From an optimization exercise on the open Yosys and OpenROAD flow, aimed at small area; shortcuts taken in it are not production practice.
Function was checked by simulation only, so behaviour that the tests miss may differ from the original.
Power figures rest on the tool's default switching activity, not on a simulated workload.

--- config.mk ---
export PLATFORM = sky130hd
export DESIGN_NAME = transpose_skew_buffer
export DESIGN_NICKNAME = transpose_skew_buffer
export VERILOG_FILES = /design/flow/design.v
export SDC_FILE = /design/flow/constraint.sdc
export NUM_CORES = 4
export LEC_CHECK = 0
export CAP_MARGIN = 20
export CORE_MARGIN = 2
export CORE_UTILIZATION = 75
export CTS_BUF_LIST = sky130_fd_sc_hd__clkbuf_16
export CTS_CLUSTER_DIAMETER = 60
export CTS_CLUSTER_SIZE = 22
export SETUP_SLACK_MARGIN = 0.3
export SLEW_MARGIN = 20
--- constraint.sdc ---
create_clock -name core_clock -period 5.0 [get_ports {clk}]
set_input_delay 1.0000 -clock core_clock [delete_from_list [all_inputs] [get_ports {clk}]]
set_output_delay 1.0000 -clock core_clock [all_outputs]
set_load 0.01 [all_outputs]
--- design.v ---
module transpose_skew_buffer #(
    parameter int DIM  = 8,
    parameter int BITS = 8,
    parameter int SKEW = 1
) (
    input  logic                     clk,
    input  logic                     rst_n,
    input  logic                     clr,
    input  logic                     wr_valid,
    output logic                     wr_ready,
    input  logic [DIM-1:0][BITS-1:0] wr_data,
    input  logic                     mode,
    input  logic                     en,
    output logic [DIM-1:0][BITS-1:0] Aout,
    output logic                     out_valid,
    output logic                     tile_done,
    output logic                     busy
);
    localparam int LAST = 2*DIM-2;         
    localparam int JW   = DIM;             
    localparam int IW   = (DIM > 1) ? $clog2(DIM) : 1;
    logic [BITS-1:0]          wbuf [DIM][DIM];
    logic [BITS-1:0]          dbuf [DIM][DIM];
    logic [BITS-1:0]          last_reg;
    logic                     mode_reg;
    logic [1:0]               full_reg;
    logic                     wr_bank_reg;
    logic                     rd_bank_reg;
    logic [IW-1:0]            wr_idx_reg;
    logic [JW-1:0]            step_reg;
    logic                     busy_reg;
    logic                     shown_reg;    
    logic                     out_valid_reg;
    logic                     tile_done_reg;
    function automatic logic jis(input logic [JW-1:0] j, input int s);
        if (s == 0)       jis = !j[JW-1] && !j[0];
        else if (s < JW)  jis =  j[s-1] && !j[s];
        else if (s == JW) jis =  j[JW-1] && j[0];
        else              jis = !j[s-JW-1] && j[s-JW];
    endfunction
    logic                     wr_take;
    logic                     wr_fire;
    logic                     drain_fire;
    logic                     last_step;
    logic                     start_idle;
    logic                     start_next;
    logic                     load;
    logic [1:0]               full_set;
    logic [1:0]               full_clr;
    assign wr_take    = wr_valid && !full_reg[wr_bank_reg];
    assign wr_fire    = wr_take && !clr;
    assign drain_fire = busy_reg && en;
    assign last_step  = jis(step_reg, LAST);
    assign start_idle = !busy_reg && full_reg[rd_bank_reg];
    assign start_next = drain_fire && last_step && full_reg[~rd_bank_reg];
    assign load       = start_idle || start_next;
    assign full_set   = (wr_fire && wr_idx_reg == IW'(DIM-1)) ? (2'b01 << wr_bank_reg) : 2'b00;
    assign full_clr   = (drain_fire && last_step) ? (2'b01 << rd_bank_reg) : 2'b00;
    always_ff @(posedge clk) begin
        if (wr_take) begin
            for (int c = 0; c < DIM; c++)
                wbuf[0][c] <= wr_data[DIM-1-c];
            for (int r = 1; r < DIM; r++)
                for (int c = 0; c < DIM; c++)
                    wbuf[r][c] <= wbuf[r-1][c];
        end
    end
    always_ff @(posedge clk) begin
        if (load) begin
            mode_reg <= mode;
            for (int r = 0; r < DIM; r++)
                for (int c = 0; c < DIM; c++)
                    dbuf[r][c] <= wbuf[DIM-1-r][c];
        end
    end
    always_ff @(posedge clk) begin
        if (drain_fire && last_step)
            last_reg <= dbuf[DIM-1][DIM-1];
    end
    always_ff @(posedge clk or negedge rst_n) begin
        if (!rst_n) begin
            full_reg      <= '0;
            wr_bank_reg   <= 1'b0;
            rd_bank_reg   <= 1'b0;
            wr_idx_reg    <= '0;
            step_reg      <= '0;
            busy_reg      <= 1'b0;
            shown_reg     <= 1'b0;
            out_valid_reg <= 1'b0;
            tile_done_reg <= 1'b0;
        end else if (clr) begin
            full_reg      <= '0;
            wr_bank_reg   <= 1'b0;
            rd_bank_reg   <= 1'b0;
            wr_idx_reg    <= '0;
            step_reg      <= '0;
            busy_reg      <= 1'b0;
            shown_reg     <= 1'b0;
            out_valid_reg <= 1'b0;
            tile_done_reg <= 1'b0;
        end else begin
            full_reg <= (full_reg & ~full_clr) | full_set;
            if (wr_fire) begin
                wr_idx_reg <= wr_idx_reg + 1'b1;
                if (wr_idx_reg == IW'(DIM-1))
                    wr_bank_reg <= ~wr_bank_reg;
            end
            out_valid_reg <= drain_fire;
            tile_done_reg <= drain_fire && last_step;
            if (start_idle) begin
                busy_reg <= 1'b1;
            end else if (drain_fire) begin
                if (last_step) begin
                    shown_reg   <= 1'b1;
                    rd_bank_reg <= ~rd_bank_reg;
                    step_reg    <= '0;
                    if (!full_reg[~rd_bank_reg])
                        busy_reg <= 1'b0;
                end else begin
                    step_reg <= {step_reg[JW-2:0], ~step_reg[JW-1]};
                end
            end
        end
    end
    logic            mid;
    logic [LAST:0]   sel_row;    
    logic [LAST:0]   sel_col;    
    assign mid = step_reg[0] || step_reg[JW-1];
    always_comb begin
        for (int t = 0; t <= LAST; t++) begin
            sel_row[t] = jis(step_reg, t + 1) && !mode_reg;
            sel_col[t] = jis(step_reg, t + 1) &&  mode_reg;
        end
    end
    localparam int NSEL = 2*DIM - 1;
    for (genvar gi = 0; gi < DIM; gi++) begin : g_lane
        logic [NSEL-1:0]           csel;
        logic [NSEL*BITS-1:0]      cdat;    
        always_comb begin
            int j;
            csel = '0;
            cdat = '0;
            j = 0;
            for (int k = 0; k < DIM; k++) begin
                if (gi + k <= LAST - 1) begin
                    csel[j] = (k == gi) ? jis(step_reg, gi + k + 1) : sel_row[gi + k];
                    cdat[j*BITS +: BITS] = dbuf[gi][k];
                    j = j + 1;
                    if (k != gi) begin
                        csel[j] = sel_col[gi + k];
                        cdat[j*BITS +: BITS] = dbuf[k][gi];
                        j = j + 1;
                    end
                end
            end
            if (gi == DIM-1) begin
                csel[j] = shown_reg && !mid;
                cdat[j*BITS +: BITS] = last_reg;
            end
        end
        tsb_onehot_mux #(.N(NSEL), .W(BITS)) u_mux (.sel(csel), .dat(cdat), .y(Aout[gi]));
    end
    assign wr_ready  = !full_reg[wr_bank_reg];
    assign out_valid = out_valid_reg;
    assign tile_done = tile_done_reg;
    assign busy      = busy_reg;
endmodule
module tsb_onehot_mux #(
    parameter int N = 15,
    parameter int W = 8
) (
    input  logic [N-1:0]        sel,
    input  logic [N*W-1:0]      dat,      
    output logic [W-1:0]        y
);
    always_comb begin
        y = '0;
        for (int j = 0; j < N; j++)
            y = y | ({W{sel[j]}} & dat[j*W +: W]);
    end
endmodule
--- flow/run.sh ---
#!/bin/bash
# The standard layout (standard.sh) with these changes:
#  - the lane selector module tsb_onehot_mux is synthesized from its gate-level version
#    flow/onehot_mux_cells.v (same function as the RTL's behavioural module);
#  - synthesis maps the rest of the combinational logic with an area-oriented abc script
#    (flow/synth.tcl wraps synth_recipe.tcl, which is otherwise unchanged);
#  - the port buffers that global placement inserts are made from the smallest buffer
#    instead of the flow's default choice. Every input and output port still gets one;
set -euo pipefail
cd "$(dirname "$0")/.."
here=$(pwd)
grep -q '^module tsb_onehot_mux' design.v
awk '/^module tsb_onehot_mux/{skip=1} !skip{print} skip&&/^endmodule/{skip=0}' design.v > design_own.v
cat flow/onehot_mux_cells.v >> design_own.v
sed -e "s#SYNTH_SCRIPT=[^ ]*#SYNTH_SCRIPT=$here/flow/synth.tcl VERILOG_FILES=$here/design_own.v#" standard.sh > own_synth.sh
bash own_synth.sh synth > synth_flow.log 2>&1
export BUFFER_PORTS_ARGS="-buffer_cell sky130_fd_sc_hd__buf_1"
export CTS_ARGS="-sink_clustering_enable -repair_clock_nets -sink_clustering_size 22 -sink_clustering_max_diameter 60 -buf_list sky130_fd_sc_hd__clkbuf_16 -dont_use_dummy_load"
bash standard.sh > standard_flow.log 2>&1
--- flow/area.abc ---
&get -n
&st
&syn2
&dch
&nf -a -R 1000
&put
--- flow/onehot_mux_cells.v ---
// Gate-level version of tsb_onehot_mux (the one-hot AND-OR lane selector) for 15
// candidates, used by flow/run.sh in place of the RTL's behavioural module: per output
// bit, five a222oi cells each AND-OR three candidates, and an and3 + nand3 OR the five
// inverted results. Same function as the RTL module.
module tsb_onehot_mux #(
    parameter int N = 15,
    parameter int W = 8
) (
    input  wire [N-1:0]   sel,
    input  wire [N*W-1:0] dat,
    output wire [W-1:0]   y
);
    for (genvar b = 0; b < W; b++) begin : g_bit
        wire [4:0] n;
        wire       m;
        for (genvar g = 0; g < 5; g++) begin : g_grp
            sky130_fd_sc_hd__a222oi_1 u_aoi (
                .A1(sel[3*g]),   .A2(dat[(3*g)*W + b]),
                .B1(sel[3*g+1]), .B2(dat[(3*g+1)*W + b]),
                .C1(sel[3*g+2]), .C2(dat[(3*g+2)*W + b]),
                .Y(n[g]));
        end
        sky130_fd_sc_hd__and3_1  u_and  (.A(n[0]), .B(n[1]), .C(n[2]), .X(m));
        sky130_fd_sc_hd__nand3_1 u_nand (.A(m), .B(n[3]), .C(n[4]), .Y(y[b]));
    end
endmodule
--- flow/synth.tcl ---
# The standard flow's synthesis script (synth_recipe.tcl, unchanged), with Yosys's abc pass given an
# area-oriented mapping script (flow/area.abc) in place of ORFS's speed script. Only the
# combinational logic between the registers is mapped by abc; the registers, their names
# and cell types come from the steps before it, as in the standard synthesis.
set ::own_abc_script [file join [file dirname [info script]] area.abc]
proc abc {args} {
  set i [lsearch -exact $args -script]
  if { $i >= 0 } {
    lset args [expr {$i + 1}] $::own_abc_script
  }
  yosys abc {*}$args
}
source [file join [file dirname [file dirname [info script]]] synth_recipe.tcl]
--- standard.sh ---
#!/bin/bash
# synth_recipe.tcl (not shown) runs the flow's synth.tcl, then flattens the netlist and writes it again
# the make line also repeats each setting of config.mk as NAME=value (left out here)
make -C /OpenROAD-flow-scripts/flow DESIGN_CONFIG=/design/flow/config.mk WORK_HOME=/design/flow/orfs CLKGATE_MAP_FILE= SYNTH_SCRIPT=/design/flow/synth_recipe.tcl "${@:-finish}"
==> impl_metrics.ini, run 1 <==
[worst_setup_path]
path_class = flop to output pin
crit_path_cell_trace = nor2b_1, nor2b_4, buf_4, a222oi_1, and3_1, nand3_1, buf_1
critPathBufInv = 2
setup.worst_path.start_class = flop
r2r_end = dbuf[17][3]
critPathTopFamily = simple AND/OR/NAND/NOR gates
crit_slowest_cell = nor2b_4
cp_slowest_stage_delay_ns = 0.73
rrSetupSlack_ns = 2.00
arrival_ns = 3.64
rr_worst_depth = 5
r2r-start = step_reg[6]
crit_required_ns = 4.00
cp-end-kind = output pin
cp_max_fo = 25

[synth]
synth_cell_types = 24
synth_seq_area_share_pct = 87.6
synth_edf_count = 1033
syn_area_per_cell_um2 = 22.7
synth_area_um2 = 36000
yosys_warnings = 3
synthesis.nets = 1657
ys_ff_latch = 1052
async_flop_share_pct = 1.81
netlist_instances = 1585
ys.flop_type = edfxtp_1

[clock_network]
path_clk_slew_ns = 0.08
cts_buffers = 55
cts_tree = yes
root_buffer = clkbuf_16
cts_hold_buf = 0
htree_num_levels = 2
cts.sinks = 1052
clockBufferDepth = 3
postCtsSetupBuffers = 0
clkLatencyLatePin_ns = 0.62

[timing]
min_period_ns = 4.64
fin_crit_sh_pct = 92.8
timing.final.max_slew_violations = 0
hold_viol_final = 0
rsz0062_at_grt = true
fin_tns_setup_ns = 0
fmaxAchievable_mhz = 216
max_slew_margin_pct = 29.4
setup_viol = 0
fin_skew_ns = 0.0209
tightestPinTransition_ns = 1.06

[die]
initial_core_util_pct = 75.6
die_w_um = 223
die_area_um2 = 49700
core_area_um2 = 47500
core.rowCount = 80
die_h_um = 223
num_io_pins = 138

[placed_design]
placed_cell_area_um2 = 38000
portBuffers = 137
place.gp.congestion = 0.927
numPlacedInstances = 2397
hpwl_mm = 49.4

[route]
wl_per_cell_um = 31.1
vias_per_cell = 7.60
vias = 18637
dr.pass1.iters = 11
dr.first_iter.drc_count = 4384
drc_errors = 0
wl_mm = 76.4
ant_nets = 0

[run_status]
status = complete, no violations

[layout]
layout-drive-gt1-share_pct = 7.40
final_cell_area_um2 = 39300
finish.utilization_pct = 82.7
finalNonFillerCells = 2453
area_growth_pct = 9.41
biggestRegsByFlops = dbuf x512, wbuf x512
layout_common_cells = edfxtp_1 (1033), a222oi_1 (320), buf_1 (137)
final_common_cell = edfxtp_1
nets = 1911

[power]
p_per_area_nw_per_um2 = 371
leakagePower_nw = 12.4
peakVddDrop_mv = 0.376

[grt]
grt_pass1_wl_mm = 112
grt_pass1_vias = 17641
track_usage_pct = 30.8
grt.overflow.total = 0
antenna_found_initial = 1
grt_max_degree = 172

[job]
max_cap_violations = 0

[min_path]
min_path_type = input port to async pin
==> layout make-up <==
type | instances | area, µm²
clock buffer | 55 | 1380
timing repair buffer | 197 | 1090
antenna | 1 | 2.50
tap | 615 | 769
sequential | 1052 | 31500
fill | 2184 | 8200
multi-input combinational | 530 | 4570
inverter | 3 | 37.5
==> synthesized netlist by cell type, drive strengths merged (2+ instances only) <==
cell	n	area, µm²
mux2i	3	30.0
and3b	5	43.8
clkinv	3	11.3
a22o	7	61.3
and2	7	43.8
and3	65	407
ha	2	25.0
nand2	4	15.0
dfrtp	19	475
nand3	66	330
nor3	3	15.0
edfxtp	1033	31000
nor2	13	48.8
nor2b	14	87.6
nor3b	7	52.6
a222oi	320	3200
nand2b	2	12.5
o21ai	2	10.0
a21oi	5	25.0
==> repair_timing <==
action | in CTS | in global routing
endpoints found under the setup margin | 5 | 3
gates cloned | 0 | 0
resized for setup | 1 | 0
==> stage by stage <==
| stage | setup slack (ns) | power (mW) | hold WS, ns |
|---|---|---|---|
| 2_1_floorplan | -4.98 | 10.3 | 0.400 |
| 3_3_place_gp | 1.09 | 10.4 | 0.400 |
| 3_5_place_dp | 0.934 | 10.4 | 0.405 |
| 4_1_cts | 0.436 | 14.6 | 0.294 |
| 5_1_grt | 0.268 | 14.9 | 0.332 |
| 6_report | 0.361 | 14.6 | 0.309 |
==> kinds of logic (layout without fill, tap and decap cells) <==
logic type | after synthesis | count (layout) | share of synthesized area [%]
DFF | 1052 | 1052 | 87.6
AOI/OAI and AO/OA | 338 | 338 | 9.27
and+or+nand+nor | 186 | 186 | 2.94
muxes | 3 | 3 | 0.0835
buffers and inverters | 3 | 255 | 0.0313
adders and majority gates | 2 | 2 | 0.0696
xor gates and xnor gates | 1 | 1 | 0.0244
other | 0 | 1 | 0
==> power breakdown <==
group	internal, mW	switching [mW]	total, mW
Clock	1.95	2.41	4.36
Combinational	0.0224	0.111	0.133
Sequential	9.96	0.126	10.1
==> routing by layer <==
layer	share of wire [%]	up-vias	global-route usage, %
met1	39	9301	49.1
met2	43	1438	42.7
met4	1.9	4	7.06
met5	0.058	-	0.489
met3	16	104	10.2
li1	-	7790	-
==> how the worst max path moves through the flow <==
stage	start	slack (ns)	to	depth (start not counted)
after floorplan	en	-4.98	dbuf[0][0]	2
after global placement	step_reg[5]	1.09	Aout[38]	7
after detailed placement	step_reg[4]	0.93	Aout[38]	7
after CTS	step_reg[0]	0.44	Aout[62]	7
after global routing	step_reg[0]	0.27	Aout[47]	7
final	step_reg[0]	0.36	Aout[62]	7
==> run 2, diff against run 1 <==
--- a/flow/run.sh
+++ b/flow/run.sh
@@ -17,3 +17,3 @@
 export BUFFER_PORTS_ARGS="-buffer_cell sky130_fd_sc_hd__buf_1"
-export CTS_ARGS="-sink_clustering_enable -repair_clock_nets -sink_clustering_size 22 -sink_clustering_max_diameter 60 -buf_list sky130_fd_sc_hd__clkbuf_16 -dont_use_dummy_load"
+export CTS_ARGS='-sink_clustering_enable -repair_clock_nets -sink_clustering_size 22 -sink_clustering_max_diameter 60 -buf_list {sky130_fd_sc_hd__clkbuf_8 sky130_fd_sc_hd__clkbuf_16} -dont_use_dummy_load'
 bash standard.sh > standard_flow.log 2>&1
--- a/config.mk
+++ b/config.mk
@@ -13,2 +13,3 @@
 export CTS_CLUSTER_SIZE = 22
+export PLACE_DENSITY = 0.85
 export SETUP_SLACK_MARGIN = 0.3
==> run 2 against run 1 <==
Effect of this change:
- synthesized area unchanged
- synthesized cell count unchanged
- still clean
- worst hold slack better by 0.0063 ns
- cell count down 0.45%
- largest cell class unchanged
- power up 0.80%
- final area down 0.17%
- worst setup slack worse by 0.025 ns
- critical path depth unchanged
- sequential power about the same
- critical path type unchanged
==> impl_metrics.ini, run 2 <==
[run_status]
status = complete, no violations

[grt]
grt.overflow.total = 0
antenna_found_initial = 2
grt_pass1_wl_mm = 126
grt_max_degree = 209
grt_pass1_vias = 18982
track_usage_pct = 34.8

[clock_network]
postCtsSetupBuffers = 0
cts.sinks = 1052
root_buffer = clkbuf_16
htree_num_levels = 2
cts_buffers = 54
cts_tree = yes
path_clk_slew_ns = 0.09
clkLatencyLatePin_ns = 0.67
cts_resized = 0
clockBufferDepth = 3
cts_hold_buf = 0

[synth]
synth_mux_area_share_pct = 0.0835
yosys.area.top_type = edfxtp_1
synth_cell_types = 24
yosys_warnings = 3
synth_area_um2 = 36000
yosys.cell_count.top_type = edfxtp_1
yosys.area_share.simple_pct = 2.94
synth_area_leaders = edfxtp_1 (86%), a222oi_1 (8.9%), dfrtp_1 (1.3%)
synth_fa_ha_area_share_pct = 0.0696
synth_compound_area_share_pct = 9.27
async_flop_share_pct = 1.81
yosys.area_share.xor_xnor_pct = 0.0244
ys_top_cells_by_count = edfxtp_1 (1033), a222oi_1 (320), nand3_1 (66), and3_1 (65), dfrtp_1 (19)
synthesis.nets = 1657
ys.flop_type = edfxtp_1
netlist_instances = 1585
syn_area_per_cell_um2 = 22.7
synth_top_area_share_pct = 86.3
synth_top_family_by_area = compound AO/OA/AOI/OAI gates
synth_seq_area_share_pct = 87.6
ys_ff_latch = 1052
synth_edf_count = 1033

[timing]
tightestPinTransition_ns = 1.12
max_slew_margin_pct = 25.0
hold_viol_final = 0
setup_viol = 0
worst_slack_ns = 0.336
rsz0062_at_grt = false
fin_crit_sh_pct = 93.3
timing.final.max_slew_violations = 0
fin_tns_setup_ns = 0
fmaxAchievable_mhz = 214
min_period_ns = 4.66
fin_skew_ns = 0.0637

[layout]
fillers = 1962
biggestRegsByFlops = dbuf x512, wbuf x512
multiInputGateArea_um2 = 4550
regArea_um2 = 31500
diodes = 0
layout-drive-gt1-share_pct = 6.79
nets = 1901
area_growth_pct = 9.22
final_common_cell = edfxtp_1
layout_common_cells = edfxtp_1 (1033), a222oi_1 (320), buf_1 (136)

[worst_setup_path]
path_class = flop to output pin
crit_required_ns = 4.00
setup.worst_path.start_class = flop
rrSetupSlack_ns = 2.03
r2r-start = step_reg[6]
cp_max_fo = 31
cp-end-kind = output pin
r2r_end = dbuf[32][4]
rr_worst_depth = 5
arrival_ns = 3.66

[route]
wl_per_cell_um = 35.1
vias = 20069
vias_per_cell = 8.22
dr.pass1.iters = 11
wl_mm = 85.8
drc_errors = 0
dr.first_iter.drc_count = 5196
ant_nets = 0

[power]
p_per_area_nw_per_um2 = 374
power.internal_mw = 11.9
p_sw_share_pct = 19.0
seqPwrFrac_pct = 68.7
p_switching_mw = 2.79
leakagePower_nw = 12.3
clkPwrFrac_pct = 30.3
comb_power_share_pct = 1.0
peakVddDrop_mv = 0.620

[die]
die_w_um = 223
die_h_um = 223
core.rowCount = 80
initial_core_util_pct = 75.6
num_io_pins = 138
core_area_um2 = 47500
die_area_um2 = 49700

[placed_design]
place.gp.congestion = 0.898
hpwl_mm = 49.5
portBuffers = 137
dp_slack_ns = 1.22

[job]
max_cap_violations = 0

[min_path]
min_path_type = input port to async pin
run 2: cell counts after synthesis:
No cell type changed its count.
run 2: worst max path at each step:
| stage | from | endpoint | slack [ns] | cells past startpoint |
|---|---|---|---|---|
| floorplan | en | dbuf[0][0] | -4.98 | 2 |
| global placement | mode_reg | Aout[40] | 1.41 | 7 |
| detailed placement | mode_reg | Aout[40] | 1.22 | 7 |
| CTS | mode_reg | Aout[40] | 0.46 | 7 |
| global route | mode_reg | Aout[40] | 0.30 | 7 |
| finish | mode_reg | Aout[40] | 0.34 | 7 |
run 2: per-layer routing:
metal | global-route usage (%) | part of all wire, % | up-vias
met4 | 9.96 | 3.4 | 4
li1 | - | - | 7769
met2 | 54.7 | 48 | 2267
met3 | 7.48 | 15 | 226
met5 | 0 | 0.031 | -
met1 | 51.0 | 34 | 9803
run 2: area by class of cell:
cell class	instances	share of cell area (%)
Clock buffer	54	3.44
Inverter	3	0.0956
Multi-Input combinational cell	530	11.6
Sequential cell	1052	80.2
Tap cell	615	1.96
Timing Repair Buffer	188	2.72
run 2: kinds of logic after synthesis:
| logic type | count (synthesis) |
|---|---|
| buffers and inverters | 3 |
| AOI/OAI and AO/OA | 338 |
| xor gates and xnor gates | 1 |
| muxes | 3 |
| adders and majority gates | 2 |
| and+or+nand+nor | 186 |
| DFF | 1052 |
run 2: power by group through the flow:
stage          clock (mW)  combinational (mW)  sequential [mW]
2_1_floorplan           0              0.0683             10.2
3_3_place_gp            0               0.130             10.2
3_5_place_dp            0               0.136             10.3
4_1_cts              4.44               0.139             10.1
5_1_grt              4.66               0.151             10.1
6_report             4.45               0.140             10.1
run 2: stage by stage:
step	instance area [µm²]	utilization, %	hold slack, ns	cells	total power [mW]
6_report	39300	82.6	0.315	2442	14.7
5_1_grt	39300	82.6	0.352	2442	14.9
4_1_cts	39300	82.6	0.414	2442	14.7
3_5_place_dp	37900	79.8	0.405	2388	10.4
3_3_place_gp	37900	79.7	0.401	2387	10.4
2_1_floorplan	36000	-	0.400	1585	10.3
run 2: critical path, cell delays in order, from the launching register on:
cell and delay [ns]:
edfxtp_1 0.73, buf_4 0.36, nor2b_4 0.72, buf_4 0.40, a222oi_1 0.18, and3_1 0.28, nand3_1 0.13, buf_1 0.19
==> run 3, diff against run 2 <==
--- a/flow/run.sh
+++ b/flow/run.sh
@@ -17,3 +17,3 @@
 export BUFFER_PORTS_ARGS="-buffer_cell sky130_fd_sc_hd__buf_1"
-export CTS_ARGS='-sink_clustering_enable -repair_clock_nets -sink_clustering_size 22 -sink_clustering_max_diameter 60 -buf_list {sky130_fd_sc_hd__clkbuf_8 sky130_fd_sc_hd__clkbuf_16} -dont_use_dummy_load'
+export CTS_ARGS="-sink_clustering_enable -repair_clock_nets -sink_clustering_size 26 -sink_clustering_max_diameter 60 -buf_list sky130_fd_sc_hd__clkbuf_16 -dont_use_dummy_load"
 bash standard.sh > standard_flow.log 2>&1
--- a/config.mk
+++ b/config.mk
@@ -12,4 +12,3 @@
 export CTS_CLUSTER_DIAMETER = 60
-export CTS_CLUSTER_SIZE = 22
-export PLACE_DENSITY = 0.85
+export CTS_CLUSTER_SIZE = 26
 export SETUP_SLACK_MARGIN = 0.3
==> run 3 against run 2 <==
Effect of this change:
- register-to-register slack got worse by 0.06 ns
- power shrank 1.9%
- clock power is 5.4% lower
- sequential cell count stayed put
- non-clock buffer count increased by 9
- utilization down 0.058 points
- fmax down 0.44%
- wire length is 10% lower
- via count is 6.5% lower
- worst setup slack lost 0.021 ns
- count of clock-buffer cells in the layout down 3
- sequential share of layout area grew 0.056 points
- largest power group unchanged
- highest routed layer unchanged
==> impl_metrics.ini, run 3 <==
[die]
core.rowCount = 80
die_area_um2 = 49700
initial_core_util_pct = 75.6
die_h_um = 223
core_area_um2 = 47500
num_io_pins = 138
die_w_um = 223

[route]
vias_per_cell = 7.66
drc_errors = 0
wl_per_cell_um = 31.4
wl_mm = 76.9
vias = 18758
ant_nets = 0
dr.pass1.iters = 13
dr.first_iter.drc_count = 4459

[timing]
min_period_ns = 4.68
fmaxAchievable_mhz = 213
fin_skew_ns = 0.0363
tightestPinTransition_ns = 1.18
rsz0062_at_grt = true
fin_crit_sh_pct = 93.7
worst_slack_ns = 0.315
max_slew_margin_pct = 21.6
holdWs_ns = 0.328
hold_viol_final = 0
setup_viol = 0
timing.final.max_slew_violations = 0

[power]
report.power.total_mw = 14.4
p_per_area_nw_per_um2 = 368
peakVddDrop_mv = 0.427
leakagePower_nw = 12.3

[clock_network]
cts_tree = yes
path_clk_slew_ns = 0.08
cts.sinks = 1052
cts_hold_buf = 0
clockBufferDepth = 3
postCtsSetupBuffers = 0
clkLatencyLatePin_ns = 0.62
htree_num_levels = 2
root_buffer = clkbuf_16
cts_buffers = 51

[worst_setup_path]
critPathTopFamily = simple AND/OR/NAND/NOR gates
critPathBufInv = 2
crit_required_ns = 4.00
cp_slowest_stage_delay_ns = 0.86
setup.worst_path.start_class = flop
crit_slowest_cell = edfxtp_1
rr_worst_depth = 5
cp_max_fo = 23
path_depth = 6
arrival_ns = 3.68
crit_path_cell_trace = and3b_2, buf_4, a222oi_1, and3_1, nand3_1, buf_1
cp-end-kind = output pin
path_class = flop to output pin

[layout]
finish.utilization_pct = 82.5
layout_common_cells = edfxtp_1 (1033), a222oi_1 (320), buf_1 (137)
biggestRegsByFlops = dbuf x512, wbuf x512
layout-drive-gt1-share_pct = 7.25
final_cell_area_um2 = 39200
final_common_cell = edfxtp_1
diodes = 0
area_growth_pct = 9.15
nets = 1908

[placed_design]
portBuffers = 137
hpwl_mm = 49.4
dp_slack_ns = 0.934
place.gp.congestion = 0.927
placed_cell_area_um2 = 38000

[synth]
ys.flop_type = edfxtp_1
yosys_warnings = 3
netlist_instances = 1585
syn_area_per_cell_um2 = 22.7
synth_area_um2 = 36000
synth_top_area_share_pct = 86.3
ys_ff_latch = 1052
synth_seq_area_share_pct = 87.6
ys_top_cells_by_count = edfxtp_1 (1033), a222oi_1 (320), nand3_1 (66), and3_1 (65), dfrtp_1 (19)
synth_edf_count = 1033
yosys.area.top_type = edfxtp_1
async_flop_share_pct = 1.81
synth_cell_types = 24
synthesis.nets = 1657
yosys.cell_count.top_type = edfxtp_1
synth_area_leaders = edfxtp_1 (86%), a222oi_1 (8.9%), dfrtp_1 (1.3%)

[job]
max_cap_violations = 0

[grt]
grt_pass1_wl_mm = 112
grt.overflow.total = 0
grt_max_degree = 172
grt_pass1_vias = 17724
track_usage_pct = 30.8
antenna_found_initial = 2

[run_status]
status = complete, no violations

[min_path]
min_path_type = input port to async pin
run 3: cell counts after synthesis:
No cell type changed its count.
run 3: layer usage:
metal	share of wire [%]	up-vias	track usage (%)
met5	0.21	-	2.15
met4	1.7	6	6.32
met3	16	106	10.2
met2	44	1535	43.1
met1	39	9323	48.7
li1	-	7788	-
run 3: through the flow:
step / TNS [ns] / instances
2_1_floorplan: -2552.80 / 1585
3_3_place_gp: 0 / 2396
3_5_place_dp: 0 / 2397
4_1_cts: 0 / 2448
5_1_grt: 0 / 2449
6_report: 0 / 2449
run 3: worst paths after layout:
kind	slack (ns)	end	from
setup / recovery	0.32	Aout[32]	mode_reg
hold / removal	0.33	wr_idx_reg[0]	rst_n
setup reg to reg	1.97	dbuf[2][6]	step_reg[6]
hold reg to reg	0.41	dbuf[4][2]	wbuf[60][2]
max in group asynchronous	4.14	step_reg[4]	rst_n
min in group core_clock	0.41	dbuf[4][2]	wbuf[60][2]
run 3: cells by family (layout without fill, tap and decap cells):
kind of cell / after synthesis / in the layout / share of synthesized area, %
flip-flops: 1052 / 1052 / 87.6
AO/OA/AOI/OAI: 338 / 338 / 9.27
AND/OR/NAND/NOR: 186 / 187 / 2.94
multiplexers: 3 / 3 / 0.0835
buffers and inverters: 3 / 251 / 0.0313
adder cells (fa/ha/maj): 2 / 2 / 0.0696
XOR/XNOR: 1 / 1 / 0.0244
run 3: power by group:
part	internal, mW	switching (mW)	total (mW)	leakage (nW)
combinational	0.0224	0.111	0.134	1.76
clock	1.82	2.39	4.21	0.628
sequential	9.96	0.127	10.1	9.96
run 3: timing repair:
item,CTS,global route
setup endpoints to repair,3,6
cloned,0,1
gates resized for setup,1,0
run 3: cell type report:
cell class,count,area [µm²]
flip-flops and latches,1052,31500
fillers,2178,8300
multi-input cells,531,4580
clock buffers,51,1280
repair buffers,197,1090
well taps,615,769
inverters,3,37.5
==> run 4, diff against run 3 <==
--- a/config.mk
+++ b/config.mk
@@ -13,3 +13,4 @@
 export CTS_CLUSTER_SIZE = 26
-export SETUP_SLACK_MARGIN = 0.3
+export PLACE_DENSITY = 0.85
+export SETUP_SLACK_MARGIN = 0.15
 export SLEW_MARGIN = 20
==> run 4 against run 3 <==
Effect of this change:
- sequential power about the same
- critical path type unchanged
- sequential share of layout area up 0.20 points
- synthesized cell count unchanged
- wire length up 6.5%
==> impl_metrics.ini, run 4 <==
[grt]
grt_pass1_wl_mm = 121
grt_pass1_vias = 18546
grt.overflow.total = 0
track_usage_pct = 33.1
grt_max_degree = 209
antenna_found_initial = 1

[clock_network]
root_buffer = clkbuf_16
cts_buffers = 49
path_clk_slew_ns = 0.09
clkLatencyLatePin_ns = 0.63
clockBufferDepth = 3
cts_hold_buf = 0
htree_num_levels = 2
cts.sinks = 1052
cts_resized = 0
cts_tree = yes
postCtsSetupBuffers = 0

[layout]
nets = 1896
layout-drive-gt1-share_pct = 6.53
area_growth_pct = 8.88
biggestRegsByFlops = dbuf x512, wbuf x512
finish.utilization_pct = 82.3
layout_common_cells = edfxtp_1 (1033), a222oi_1 (320), buf_1 (136)
final_common_cell = edfxtp_1
diodes = 0

[route]
dr.first_iter.drc_count = 4800
vias = 19681
ant_nets = 0
dr.pass1.iters = 11
vias_per_cell = 8.08
wl_mm = 81.9
drc_errors = 0
wl_per_cell_um = 33.6

[synth]
yosys.cell_count.top_type = edfxtp_1
synth_area_um2 = 36000
synth_edf_count = 1033
synth_top_area_share_pct = 86.3
syn_area_per_cell_um2 = 22.7
synth_area_leaders = edfxtp_1 (86%), a222oi_1 (8.9%), dfrtp_1 (1.3%)
ys_ff_latch = 1052
synth_cell_types = 24
yosys_warnings = 3
yosys.area.top_type = edfxtp_1
ys.flop_type = edfxtp_1
netlist_instances = 1585
synth_seq_area_share_pct = 87.6
ys_top_cells_by_count = edfxtp_1 (1033), a222oi_1 (320), nand3_1 (66), and3_1 (65), dfrtp_1 (19)
async_flop_share_pct = 1.81
synthesis.nets = 1657

[timing]
fmaxAchievable_mhz = 217
fin_skew_ns = 0.0551
setup_viol = 0
fin_tns_setup_ns = 0
rsz0062_at_grt = false
min_period_ns = 4.61
tightestPinTransition_ns = 1.08
timing.final.max_slew_violations = 0
fin_crit_sh_pct = 92.2
hold_viol_final = 0
holdWs_ns = 0.363
max_slew_margin_pct = 27.7

[worst_setup_path]
setup.worst_path.start_class = flop
arrival_ns = 3.61
cpMostUsedCell = buf_4
path_class = flop to output pin
crit_required_ns = 4.00
cp-end-kind = output pin
cp_slowest_stage_delay_ns = 0.73
cp_max_fo = 31
crit_path_cell_trace = buf_4, nor2b_4, buf_4, a222oi_1, and3_1, nand3_1, buf_1
crit_slowest_cell = edfxtp_1

[run_status]
status = complete, no violations

[placed_design]
place.gp.congestion = 0.898
hpwl_mm = 49.5
portBuffers = 137

[power]
p_per_area_nw_per_um2 = 368
leakagePower_nw = 12.3
peakVddDrop_mv = 0.365

[die]
initial_core_util_pct = 75.6
die_area_um2 = 49700
num_io_pins = 138
die_w_um = 223
core_area_um2 = 47500
core.rowCount = 80
die_h_um = 223

[min_path]
min_path_type = input port to async pin

[job]
max_cap_violations = 0
-- run 4: cell counts after synthesis --
No cell type changed its count.
-- run 4: cell families (layout without fill, tap and decap cells) --
logic type / count (synthesis) / after routing / share of synthesized area [%]
flops: 1052 / 1052 / 87.6
compound gates: 338 / 338 / 9.27
simple gates: 186 / 186 / 2.94
mux: 3 / 3 / 0.0835
buf+inv: 3 / 240 / 0.0313
fa+ha+maj: 2 / 2 / 0.0696
xor+xnor: 1 / 1 / 0.0244
-- run 4: path summary, 6_finish.rpt --
kind                        startpoint            end  slack, ns  cells past startpoint
setup reg to reg           step_reg[6]    dbuf[24][4]       2.08                      5
hold / removal                   rst_n  tile_done_reg       0.36                      1
min in group core_clock    wbuf[56][4]     dbuf[0][4]       0.41                      0
max in group asynchronous        rst_n    step_reg[4]       4.24                      1
hold reg to reg            wbuf[56][4]     dbuf[0][4]       0.41                      0
setup / recovery              mode_reg       Aout[40]       0.39                      7
-- run 4: cell type report --
class,instances,area (µm²)
fill,1963,8400
sequential,1052,31500
clock buffer,49,1230
timing repair buffer,188,1070
multi-input combinational,530,4550
tap,615,769
inverter,3,37.5
-- run 4: where the power goes --
part	total, mW	switching [mW]	internal (mW)
combinational	0.138	0.115	0.0231
clock	4.18	2.43	1.75
sequential	10.1	0.139	9.96
total	14.4	2.68	11.7
-- run 4: stage by stage --
step,power [mW],cells,area [µm²],setup slack [ns]
after global routing,14.7,2437,39200,0.325
after detailed placement,10.4,2388,37900,1.22
after global placement,10.4,2387,37900,1.41
after CTS,14.4,2437,39100,0.462
final,14.4,2437,39200,0.389
after floorplan,10.3,1585,36000,-4.98
-- run 4: metal layers --
layer  track usage, %  wire length (µm)  part of all wire, %  vias to the layer above
met5                0                12                0.015                        -
met4             8.96              2180                  2.7                        2
met3             6.10             12200                   15                      176
met2             52.4             39700                   48                     2109
met1             49.3             27800                   34                     9629
li1                 -                 -                    -                     7765
-- run 4: critical path: cells and delay by family (launching register included) --
family / cells / cell delay [ns]
flops: 1 / 0.73
compound gates: 1 / 0.18
buf+inv: 3 / 0.93
simple gates: 3 / 1.13
==> run 5, diff against run 4 <==
--- a/config.mk
+++ b/config.mk
@@ -14,3 +14,3 @@
 export PLACE_DENSITY = 0.85
-export SETUP_SLACK_MARGIN = 0.15
+export SETUP_SLACK_MARGIN = 0.3
 export SLEW_MARGIN = 20
==> run 5 against run 4 <==
Effect of this change:
- worst hold slack unchanged
- clock power about the same
- first-iteration DRC count unchanged
- still clean
- final area stayed put
==> impl_metrics.ini, run 5 <==
[worst_setup_path]
arrival_ns = 3.61
rr_worst_depth = 5
crit_slowest_cell = edfxtp_1
cpMostUsedCell = buf_4
r2r-start = step_reg[6]
cp_max_fo = 31
path_class = flop to output pin
r2r_end = dbuf[24][4]
crit_required_ns = 4.00
crit_end = Aout[40]
setup.worst_path.start_class = flop
cp_slowest_stage_delay_ns = 0.73
rrSetupSlack_ns = 2.08
worstSetupStartpoint = mode_reg
crit_path_cell_trace = buf_4, nor2b_4, buf_4, a222oi_1, and3_1, nand3_1, buf_1
cp-end-kind = output pin

[synth]
synth_area_um2 = 36000
async_flop_share_pct = 1.81
netlist_instances = 1585
synth_area_leaders = edfxtp_1 (86%), a222oi_1 (8.9%), dfrtp_1 (1.3%)
yosys_warnings = 3
synthesis.nets = 1657
synth_cell_types = 24
synth_edf_count = 1033
ys.flop_type = edfxtp_1
synth_top_area_share_pct = 86.3
ys_ff_latch = 1052
yosys.area_share.simple_pct = 2.94
synth_mux_area_share_pct = 0.0835
ys_top_cells_by_count = edfxtp_1 (1033), a222oi_1 (320), nand3_1 (66), and3_1 (65), dfrtp_1 (19)
synth_seq_area_share_pct = 87.6
yosys.area.top_type = edfxtp_1
yosys.area_share.xor_xnor_pct = 0.0244
synth_top_family_by_area = compound AO/OA/AOI/OAI gates
yosys.cell_count.top_type = edfxtp_1
synth_compound_area_share_pct = 9.27
syn_area_per_cell_um2 = 22.7
synth_fa_ha_area_share_pct = 0.0696

[placed_design]
portBuffers = 137
place.gp.congestion = 0.898
dp_slack_ns = 1.22
hpwl_mm = 49.5

[die]
core.rowCount = 80
die_area_um2 = 49700
initial_core_util_pct = 75.6
die_w_um = 223
die_h_um = 223
num_io_pins = 138
core_area_um2 = 47500

[grt]
antenna_found_initial = 1
track_usage_pct = 33.1
grt_pass1_wl_mm = 121
grt_pass1_vias = 18546
grt_max_degree = 209
grt.overflow.total = 0

[clock_network]
cts.sinks = 1052
htree_num_levels = 2
cts_resized = 0
postCtsSetupBuffers = 0
root_buffer = clkbuf_16
cts_hold_buf = 0
clockBufferDepth = 3
path_clk_slew_ns = 0.09
cts_buffers = 49
clkLatencyLatePin_ns = 0.63
cts_tree = yes

[layout]
diodes = 0
final_common_cell = edfxtp_1
area_growth_pct = 8.88
nets = 1896
biggestRegsByFlops = dbuf x512, wbuf x512
layout-drive-gt1-share_pct = 6.53
layout_common_cells = edfxtp_1 (1033), a222oi_1 (320), buf_1 (136)
fillers = 1963

[route]
vias = 19681
dr.pass1.iters = 11
vias_per_cell = 8.08
dr.first_iter.drc_count = 4800
wl_mm = 81.9
wl_per_cell_um = 33.6
ant_nets = 0
drc_errors = 0

[power]
clkPwrFrac_pct = 29.0
p_switching_mw = 2.68
p_sw_share_pct = 18.6
peakVddDrop_mv = 0.365
leakagePower_nw = 12.3
comb_power_share_pct = 1.0
power.internal_mw = 11.7
p_per_area_nw_per_um2 = 368
seqPwrFrac_pct = 70.0

[timing]
fin_skew_ns = 0.0551
timing.final.max_slew_violations = 0
max_slew_margin_pct = 27.7
tightestPinTransition_ns = 1.08
hold_viol_final = 0
fmaxAchievable_mhz = 217
setup_viol = 0
rsz0062_at_grt = false
fin_crit_sh_pct = 92.2
min_period_ns = 4.61
worst_slack_ns = 0.389
holdWs_ns = 0.363

[job]
max_cap_violations = 0

[min_path]
min_path_type = input port to async pin

[run_status]
status = complete, no violations
## run 5: cell counts after synthesis
No cell type changed its count.
## run 5: logic make-up (layout without fill, tap and decap cells)
logic type,Yosys count,after routing
compound gates,338,338
xor+xnor,1,1
fa+ha+maj,2,2
buf+inv,3,240
flops,1052,1052
mux,3,3
simple gates,186,186
## run 5: per-stage QoR
stage / total power [mW] / TNS, ns / utilization [%] / std cells / cell area (µm²)
final: 14.4 / 0 / 82.3 / 2437 / 39200
after global routing: 14.7 / 0 / 82.3 / 2437 / 39200
after CTS: 14.4 / 0 / 82.3 / 2437 / 39100
after detailed placement: 10.4 / 0 / 79.8 / 2388 / 37900
after global placement: 10.4 / 0 / 79.7 / 2387 / 37900
after floorplan: 10.3 / -2552.80 / - / 1585 / 36000
## run 5: area by class of cell
class / instances / area (µm²) / area share (%)
Tap cell: 615 / 769 / 1.97
Sequential cell: 1052 / 31500 / 80.4
Inverter: 3 / 37.5 / 0.0959
Clock buffer: 49 / 1230 / 3.13
Multi-Input combinational cell: 530 / 4550 / 11.6
Timing Repair Buffer: 188 / 1070 / 2.73
## run 5: critical path, delay by kind of cell (launching register included)
| kind | cells | cell delay, ns |
|---|---|---|
| flip-flops | 1 | 0.73 |
| AND/OR/NAND/NOR | 3 | 1.13 |
| buffers and inverters | 3 | 0.93 |
| AO/OA/AOI/OAI | 1 | 0.18 |
## run 5: power by group through the flow
stage	combinational, mW	sequential [mW]	clock (mW)
floorplan	0.0683	10.2	0
global placement	0.130	10.2	0
detailed placement	0.136	10.3	0
CTS	0.138	10.1	4.19
global route	0.149	10.1	4.41
finish	0.138	10.1	4.18
## run 5: worst min path at each step
stage / slack, ns / cells after the start / to / start
2_1_floorplan: 0.40 / 0 / dbuf[0][0] / wbuf[56][0]
3_3_place_gp: 0.40 / 0 / last_reg[1] / dbuf[63][1]
3_5_place_dp: 0.40 / 0 / dbuf[5][5] / wbuf[61][5]
4_1_cts: 0.42 / 0 / dbuf[0][6] / wbuf[56][6]
5_1_grt: 0.38 / 1 / tile_done_reg / rst_n
6_report: 0.36 / 1 / tile_done_reg / rst_n
## run 5: layer usage
metal	part of all wire, %	vias up	GRT usage (%)	wire, µm
met3	15	176	6.10	12200
li1	-	7765	-	-
met4	2.7	2	8.96	2180
met1	34	9629	49.3	27800
met5	0.015	-	0	12
met2	48	2109	52.4	39700
==> run 6, diff against run 5 <==
--- a/config.mk
+++ b/config.mk
@@ -9,3 +9,3 @@
 export CORE_MARGIN = 2
-export CORE_UTILIZATION = 75
+export CORE_UTILIZATION = 65
 export CTS_BUF_LIST = sky130_fd_sc_hd__clkbuf_16
==> run 6 against run 5 <==
Effect of this change:
- still clean
- sequential power hardly changed
- via count is 2.4% lower
- power is 0.33% higher
- non-clock buffer count is 5 higher
- sequential cell count stayed put
- global-route usage is 5.4 points lower
- highest routed layer is now met4
==> impl_metrics.ini, run 6 <==
[run_status]
status = complete, no violations

[layout]
final_cell_area_um2 = 39300
diodes = 0
layout_common_cells = edfxtp_1 (1033), a222oi_1 (320), buf_1 (136)
nets = 1903
area_growth_pct = 9.31
biggestRegsByFlops = dbuf x512, wbuf x512
fillers = 3049
layout-drive-gt1-share_pct = 7.05
final_common_cell = edfxtp_1

[worst_setup_path]
setup.worst_path.start_class = flop
cp_max_fo = 9
cp-end-kind = output pin
path_class = flop to output pin
arrival_ns = 3.56
crit_required_ns = 4.00

[timing]
min_period_ns = 4.56
fin_skew_ns = 0.0569
fin_crit_sh_pct = 91.2
setup_viol = 0
max_slew_margin_pct = 27.7
rsz0062_at_grt = false
fmaxAchievable_mhz = 219
fin_tns_setup_ns = 0
timing.final.max_slew_violations = 0
hold_viol_final = 0
tightestPinTransition_ns = 1.08

[grt]
grt_max_degree = 209
antenna_found_initial = 0
track_usage_pct = 27.7
grt_pass1_wl_mm = 117
grt_pass1_vias = 18832
grt.overflow.total = 0

[synth]
synth_area_um2 = 36000
yosys.area_share.simple_pct = 2.94
synth_area_leaders = edfxtp_1 (86%), a222oi_1 (8.9%), dfrtp_1 (1.3%)
syn_area_per_cell_um2 = 22.7
synth_fa_ha_area_share_pct = 0.0696
synthesis.nets = 1657
synth_top_area_share_pct = 86.3
yosys_warnings = 3
synth_mux_area_share_pct = 0.0835
synth_compound_area_share_pct = 9.27
yosys.cell_count.top_type = edfxtp_1
synth_seq_area_share_pct = 87.6
async_flop_share_pct = 1.81
netlist_instances = 1585
ys.flop_type = edfxtp_1
synth_edf_count = 1033
ys_top_cells_by_count = edfxtp_1 (1033), a222oi_1 (320), nand3_1 (66), and3_1 (65), dfrtp_1 (19)
synth_cell_types = 24
ys_ff_latch = 1052
yosys.area.top_type = edfxtp_1
synth_top_family_by_area = compound AO/OA/AOI/OAI gates
yosys.area_share.xor_xnor_pct = 0.0244

[die]
core_area_um2 = 54900
die_area_um2 = 57200
die_w_um = 239
die_h_um = 239
initial_core_util_pct = 65.5
core.rowCount = 86
num_io_pins = 138

[placed_design]
place.gp.congestion = 0.877
portBuffers = 137
hpwl_mm = 50.1
placed_cell_area_um2 = 38000

[power]
report.power.total_mw = 14.5
peakVddDrop_mv = 0.358
leakagePower_nw = 12.3
p_per_area_nw_per_um2 = 368

[route]
dr.first_iter.drc_count = 4656
drc_errors = 0
vias_per_cell = 7.59
wl_mm = 79.1
dr.pass1.iters = 15
ant_nets = 0
vias = 19218
wl_per_cell_um = 31.2

[clock_network]
cts.sinks = 1052
clkLatencyLatePin_ns = 0.63
cts_buffers = 51
root_buffer = clkbuf_16
clockBufferDepth = 3
htree_num_levels = 2
path_clk_slew_ns = 0.10
cts_hold_buf = 0
cts_resized = 0
cts_tree = yes
postCtsSetupBuffers = 0

[min_path]
min_path_type = input port to async pin

[job]
max_cap_violations = 0
==> run 6: worst paths after layout <==
| check | startpoint | endpoint | slack [ns] | cells past startpoint |
|---|---|---|---|---|
| max reg2reg | step_reg[6] | dbuf[6][3] | 1.82 | 4 |
| max | step_reg[5] | Aout[62] | 0.44 | 7 |
| max in group asynchronous | rst_n | out_valid_reg | 4.28 | 1 |
| min | rst_n | wr_idx_reg[0] | 0.33 | 1 |
| min reg2reg | wbuf[61][0] | dbuf[5][0] | 0.41 | 0 |
| min in group core_clock | wbuf[61][0] | dbuf[5][0] | 0.41 | 0 |
==> run 6: area by class of cell <==
type / instances / area, µm² / area share [%]
clock buffer: 51 / 1280 / 3.25
inverter: 3 / 37.5 / 0.0955
multi-input combinational: 530 / 4560 / 11.6
sequential: 1052 / 31500 / 80.1
tap: 704 / 881 / 2.24
timing repair buffer: 193 / 1060 / 2.69
==> run 6: cell families after synthesis <==
logic type	after synthesis
flip-flops	1052
AO/OA/AOI/OAI	338
AND/OR/NAND/NOR	186
buffers and inverters	3
multiplexers	3
adder cells (fa/ha/maj)	2
XOR/XNOR	1
==> run 6: routing by layer <==
layer	wire length [µm]	vias to the layer above	GRT usage, %
met3	9440	242	4.36
met2	39300	1731	46.2
met1	26500	9469	36.3
met4	3920	0	13.6
met5	0	-	0
li1	-	7776	-
==> run 6: critical path, cell delays in order, from the launching register on <==
cell and delay (ns):
dfrtp_1 0.51, nor2b_1 0.26, buf_4 0.33, and2_0 0.90, buf_4 0.36, a222oi_1 0.11, nand3_1 0.26, buf_1 0.20
==> run 6: where the power goes <==
group	total, mW	internal, mW	switching, mW
clock network	4.25	1.82	2.43
registers	10.1	9.96	0.128
logic	0.131	0.0204	0.110
total	14.5	11.8	2.67
==> run 6: per-stage QoR <==
| stage | hold WS (ns) | util (%) | setup slack (ns) | std cells |
|---|---|---|---|---|
| 2_1_floorplan | 0.400 | - | -4.98 | 1585 |
| 3_3_place_gp | 0.400 | 69.3 | 1.11 | 2481 |
| 3_5_place_dp | 0.405 | 69.3 | 1.04 | 2481 |
| 4_1_cts | 0.409 | 71.6 | 0.303 | 2532 |
| 5_1_grt | 0.344 | 71.6 | 0.387 | 2533 |
| 6_report | 0.334 | 71.6 | 0.439 | 2533 |
==> run 7, diff against run 6 <==
--- a/config.mk
+++ b/config.mk
@@ -9,3 +9,3 @@
 export CORE_MARGIN = 2
-export CORE_UTILIZATION = 65
+export CORE_UTILIZATION = 70
 export CTS_BUF_LIST = sky130_fd_sc_hd__clkbuf_16
==> run 7 against run 6 <==
Effect of this change:
- still clean
- die area down 7.0%
- worst hold slack improved by 0.012 ns
- fmax is 0.27% lower
- first-iteration DRC count grew 9.6%
- worst setup slack worse by 0.013 ns
- critical path depth unchanged
- non-clock buffer count down 8
- final area is 0.45% lower
- critical path type unchanged
- largest power group unchanged
- highest routed layer is now met5
==> impl_metrics.ini, run 7 <==
[layout]
nets = 1893
layout-drive-gt1-share_pct = 6.32
fillers = 2493
layout_common_cells = edfxtp_1 (1033), a222oi_1 (320), buf_1 (136)
finish.utilization_pct = 76.6
diodes = 0
biggestRegsByFlops = dbuf x512, wbuf x512
final_common_cell = edfxtp_1
area_growth_pct = 8.82

[clock_network]
root_buffer = clkbuf_16
cts_hold_buf = 0
postCtsSetupBuffers = 0
path_clk_slew_ns = 0.10
clkLatencyLatePin_ns = 0.62
clockBufferDepth = 3
cts_tree = yes
cts_resized = 0
cts_buffers = 49
cts.sinks = 1052
htree_num_levels = 2

[placed_design]
place.gp.congestion = 0.915
hpwl_mm = 48.7
dp_slack_ns = 1.12
portBuffers = 137

[timing]
max_slew_margin_pct = 25.0
min_period_ns = 4.57
worst_slack_ns = 0.427
fin_crit_sh_pct = 91.5
timing.final.max_slew_violations = 0
fin_tns_setup_ns = 0
fin_skew_ns = 0.0334
rsz0062_at_grt = false
hold_viol_final = 0
setup_viol = 0
tightestPinTransition_ns = 1.12
fmaxAchievable_mhz = 219
holdWs_ns = 0.346

[die]
initial_core_util_pct = 70.4
core.rowCount = 83
num_io_pins = 138
die_w_um = 231
core_area_um2 = 51100
die_area_um2 = 53200
die_h_um = 231

[synth]
synthesis.nets = 1657
synth_cell_types = 24
yosys_warnings = 3
yosys.cell_count.top_type = edfxtp_1
synth_seq_area_share_pct = 87.6
yosys.area.top_type = edfxtp_1
synth_area_leaders = edfxtp_1 (86%), a222oi_1 (8.9%), dfrtp_1 (1.3%)
syn_area_per_cell_um2 = 22.7
ys.flop_type = edfxtp_1
synth_edf_count = 1033
async_flop_share_pct = 1.81
netlist_instances = 1585
ys_top_cells_by_count = edfxtp_1 (1033), a222oi_1 (320), nand3_1 (66), and3_1 (65), dfrtp_1 (19)
synth_top_area_share_pct = 86.3
ys_ff_latch = 1052
synth_area_um2 = 36000

[power]
report.power.total_mw = 14.4
leakagePower_nw = 12.2
peakVddDrop_mv = 0.373
p_per_area_nw_per_um2 = 368

[worst_setup_path]
path_class = flop to output pin
arrival_ns = 3.57
crit_required_ns = 4.00
cp-end-kind = output pin
setup.worst_path.start_class = flop
cp_max_fo = 29

[route]
vias_per_cell = 7.79
ant_nets = 0
dr.first_iter.drc_count = 5104
wl_mm = 80.9
dr.pass1.iters = 12
vias = 19478
wl_per_cell_um = 32.4
drc_errors = 0

[grt]
grt.overflow.total = 0
grt_pass1_wl_mm = 119
track_usage_pct = 30.4
grt_pass1_vias = 18525
antenna_found_initial = 1
grt_max_degree = 194

[run_status]
status = complete, no violations

[job]
max_cap_violations = 0

[min_path]
min_path_type = input port to async pin
==> run 7: cell counts after synthesis <==
No cell type changed its count.
==> run 7: report_power, final <==
group / leakage [nW] / total (mW) / internal (mW) / switching, mW
Clock: 0.604 / 4.19 / 1.75 / 2.44
Sequential: 9.96 / 10.1 / 9.96 / 0.135
Combinational: 1.68 / 0.132 / 0.0210 / 0.111
Total: 12.2 / 14.4 / 11.7 / 2.68
==> run 7: final timing paths <==
check / startpoint / depth (start not counted) / endpoint / slack [ns]
max: mode_reg / 7 / Aout[45] / 0.43
min: rst_n / 1 / step_reg[4] / 0.35
max reg2reg: step_reg[6] / 4 / dbuf[18][3] / 1.95
min reg2reg: wbuf[60][0] / 0 / dbuf[4][0] / 0.42
max in group asynchronous: rst_n / 1 / wr_idx_reg[2] / 4.28
min in group core_clock: wbuf[60][0] / 0 / dbuf[4][0] / 0.42
==> run 7: logic make-up after synthesis <==
kind of cell / share of synthesized area (%)
simple gates: 2.94
fa+ha+maj: 0.0696
flops: 87.6
compound gates: 9.27
xor+xnor: 0.0244
buf+inv: 0.0313
mux: 0.0835
==> run 7: final cells by class <==
cell class / count / area [µm²] / share of cell area [%]
Inverter: 3 / 37.5 / 0.0959
Sequential cell: 1052 / 31500 / 80.5
Multi-Input combinational cell: 530 / 4560 / 11.6
Timing Repair Buffer: 185 / 963 / 2.46
Clock buffer: 49 / 1230 / 3.13
Tap cell: 680 / 851 / 2.17
==> run 7: routing by layer <==
layer  GRT usage [%]  vias up  share of wire (%)
met4            8.63        2                2.8
met3            5.58      170                 14
met1            44.0     9574                 34
li1                -     7755                  -
met2            48.9     1977                 49
met5               0        -              0.016
==> run 7: stage by stage <==
stage,std cells,instance area (µm²)
CTS,2499,39100
detailed placement,2450,37900
global route,2499,39100
finish,2499,39100
global placement,2450,37900
floorplan,1585,36000
==> run 7: critical path, cell delays in order (launching register included) <==
cell and delay (ns):
edfxtp_1 0.89, buf_4 0.36, and2_1 0.63, buf_12 0.28
a222oi_1 0.14, and3_1 0.30, nand3_1 0.15, buf_1 0.18

==> re-timing with driven ports <==
Ports are ideal in the flow. The routed layouts listed here were re-timed in OpenROAD. Step 1 (the two cells are an assumption about what drives the block):
set clk [get_ports {clk}]
set_driving_cell -lib_cell sky130_fd_sc_hd__clkbuf_16 $clk
set_driving_cell -lib_cell sky130_fd_sc_hd__buf_2 [delete_from_list [all_inputs] $clk]
Step 2, shift: input delay + t, output delay - t, t = (earliest + latest rising clock arrival at the registers) / 2. This alone moves slack from input paths to output paths. Three values: ideal, step 1, step 2; two values: the first two.
run	t, ns	slack for setup (ns)	worst hold slack (ns)
run 1	0.675	0.361 / 0.300 / 0.975	0.309 / 0.272 / 0.414
run 2	0.699	0.336 / 0.273 / 0.972	0.315 / 0.275 / 0.411
run 3	0.657	0.315 / 0.255 / 0.912	0.328 / 0.292 / 0.408
run 4	0.662	0.389 / 0.327 / 0.989	0.363 / 0.326 / 0.410
run 5	0.662	0.389 / 0.327 / 0.989	0.363 / 0.326 / 0.410
run 6	0.666	0.439 / 0.379 / 1.046	0.334 / 0.303 / 0.407
run 7	0.669	0.427 / 0.367 / 1.036	0.346 / 0.314 / 0.417
After both steps setup and hold are still met in every run listed.
